This is an optimization exercise on Yosys and OpenROAD, whose aim is small area, a short achievable clock period and few clock cycles per item, not a production implementation. Function was checked by simulation only, so behaviour that the tests miss may differ from the original.

Setup of red:
## damped_level_smoother
module damped_level_smoother
#(
    parameter int LEVEL_FRAC_BITS = dls_pkg::DLS_LEVEL_FRAC_BITS
)
(
    input  logic                  clk,
    input  logic                  rst_n,
    input  logic                  in_valid,
    output logic                  in_stall,
    input  logic                  func,
    input  logic [7:0]            data_value,
    output logic                  out_valid,
    input  logic                  out_stall,
    output logic [7:0]            level_byte,
    output logic [16:0]           level_q16,
    output logic                  busy_res,
    input  logic                  cfg_valid,
    output logic                  cfg_ready,
    input  logic [dls_pkg::CFG_IDX_W-1:0]  cfg_index,
    input  logic [dls_pkg::CFG_DATA_W-1:0] cfg_data
);
    localparam int LVL_W = LEVEL_FRAC_BITS + 1;
    localparam int SW    = LVL_W + 1;
  ...
make LEC_CHECK=0 ABC_CLOCK_PERIOD_IN_PS=4000 CAP_MARGIN=20 CORE_MARGIN=2 CORE_UTILIZATION=40 SETUP_SLACK_MARGIN=4.0 SLEW_MARGIN=20 finish   # period 9.0 ns
run.sh (not shown) runs the stock make flow with config.mk's settings and CLKGATE_MAP_FILE= SYNTH_SCRIPT=/design/flow/synth_recipe.tcl, a recipe that flattens the netlist after the stock synthesis.
Having completed the whole flow, red delivered a layout that passed the timing, DRC and antenna checks.
Testbench counts of red, summed over its fixed seeds: cycles 49,107, items 19,200.
For blue, these inputs were changed with respect to red:
# red
export LEC_CHECK = 0
export ABC_CLOCK_PERIOD_IN_PS = 4000
export CAP_MARGIN = 20
export CORE_MARGIN = 2
export CORE_UTILIZATION = 40
export SETUP_SLACK_MARGIN = 4.0
export SLEW_MARGIN = 20
create_clock -name core_clock -period 9.0 [get_ports {clk}]
# blue
export LEC_CHECK = 0
export CAP_MARGIN = 20
export CORE_MARGIN = 2
export CORE_UTILIZATION = 40
export SETUP_SLACK_MARGIN = 3.0
export SLEW_MARGIN = 20
create_clock -name core_clock -period 9.0 [get_ports {clk}]
Notes after the runs:
From red to blue the numbers moved as follows: routed wire length fell 3.9 mm, clock-buffer cell count rose by 1.
Looking at red and blue, the count of flip-flops with a built-in enable after synthesis is a wash.
Launching instance or port of the critical path: last_target_reg[7] -> blue, last_target_reg[0] -> red
The following lists how green was set up differently from blue:
# blue
export LEC_CHECK = 0
export CAP_MARGIN = 20
export CORE_MARGIN = 2
export CORE_UTILIZATION = 40
export SETUP_SLACK_MARGIN = 3.0
export SLEW_MARGIN = 20
create_clock -name core_clock -period 9.0 [get_ports {clk}]
# green
export LEC_CHECK = 0
export ABC_AREA = 1
export CAP_MARGIN = 20
export CORE_MARGIN = 2
export CORE_UTILIZATION = 40
export SETUP_SLACK_MARGIN = 3.0
export SLEW_MARGIN = 20
create_clock -name core_clock -period 9.0 [get_ports {clk}]
Findings:
green vs. blue: number of vias per cell shrank by about 6.4%; synthesized-area fraction occupied by xor and xnor cells shrank by 2.0 points; highest attainable clock frequency grew by 8.8%. green vs blue — global-route wire length before repair rose about 8%. Compared with blue, in green cell area increased 7.8%, via count rose 3512, synthesized area per cell saw a decrease.
Input changes introduced in orange (baseline for comparison: green):
# green
export LEC_CHECK = 0
export ABC_AREA = 1
export CAP_MARGIN = 20
export CORE_MARGIN = 2
export CORE_UTILIZATION = 40
export SETUP_SLACK_MARGIN = 3.0
export SLEW_MARGIN = 20
create_clock -name core_clock -period 9.0 [get_ports {clk}]
# orange
export LEC_CHECK = 0
export ABC_AREA = 1
export CAP_MARGIN = 20
export CORE_MARGIN = 2
export CORE_UTILIZATION = 30
export SETUP_SLACK_MARGIN = 2.5
export SLEW_MARGIN = 20
create_clock -name core_clock -period 9.0 [get_ports {clk}]
Notes after the runs:
orange | status: complete | timing, DRC, antenna: pass
Comparing green against orange, there is no change at all in multiplexer area fraction after synthesis.
Relative to green, the count of nets after finishing measured on orange has decreased by a few percent.
orange vs. green: final routed wirelength across all metal layers shrank by 3.0 mm, area occupied by registers went down about 0.36%, design area shrank by about 7%.
green reports its origin of the worst setup path as d_reg[16] while orange reports d_reg[13].
diff inputs: orange => purple
# orange
export LEC_CHECK = 0
export ABC_AREA = 1
export CAP_MARGIN = 20
export CORE_MARGIN = 2
export CORE_UTILIZATION = 30
export SETUP_SLACK_MARGIN = 2.5
export SLEW_MARGIN = 20
create_clock -name core_clock -period 9.0 [get_ports {clk}]
# purple
export LEC_CHECK = 0
export ABC_CLOCK_PERIOD_IN_PS = 5000
export CAP_MARGIN = 20
export CORE_MARGIN = 2
export CORE_UTILIZATION = 40
export SETUP_SLACK_MARGIN = 3.0
export SLEW_MARGIN = 20
create_clock -name core_clock -period 9.0 [get_ports {clk}]
### Flow results
- purple against orange: multi-input logic portion of the cell area up 2.6 points, post-synthesis instance area down 4.9%.
- purple vs. orange: non-clock buffer count in the final layout now sits higher; count of mapped cells out of synthesis decreased by 21% relative to the old numbers.
- Relative to orange, maximum fanout along the worst path has gone up in purple.
- Summary — detailed-route wire length per cell, purple relative to orange: higher, by about 19%.
- Tap cell instance count delta for purple relative to orange: 27% lower
- Looking at shortest clock period the worst path allows after layout across purple and orange, the one that comes out lower is orange.
- Summary of purple over orange: met2 track utilization from global routing went up, number of cell instances on the worst register-to-register path went up.

-- re-timing with driven ports --
No port has a modelled driver above. Below, the same layouts with a new extraction and two added sets of constraints. Step 1 sets driving cells, clkbuf_16 on the clock port and buf_2 on the other inputs (assumed; they add their load-dependent delay and slew). Step 2 also shifts input and output timing later by t, the mid clock arrival at the registers, as if the neighbouring blocks saw the same clock. a / b / c = no drivers / after step 1 / after step 2; a / b = the first two.
run | shift t [ns] | slack for setup (ns) | hold WS [ns] | latest minus earliest clock arrival (ns) | cell pins on the clock port's net
red | 0.508 | 2.216 / 2.216 / 2.216 | 0.453 / 0.453 / 0.453 | 0.019 / 0.019 | 1
blue | 0.516 | 2.366 / 2.366 / 2.366 | 0.454 / 0.454 / 0.454 | 0.019 / 0.019 | 1
green | 0.508 | 2.902 / 2.902 / 2.902 | 0.466 / 0.466 / 0.466 | 0.019 / 0.019 | 1
orange | 0.506 | 2.665 / 2.665 / 2.665 | 0.472 / 0.472 / 0.472 | 0.014 / 0.013 | 1
purple | 0.516 | 2.366 / 2.366 / 2.366 | 0.454 / 0.454 / 0.454 | 0.019 / 0.019 | 1
After both steps every run listed still meets setup and hold.
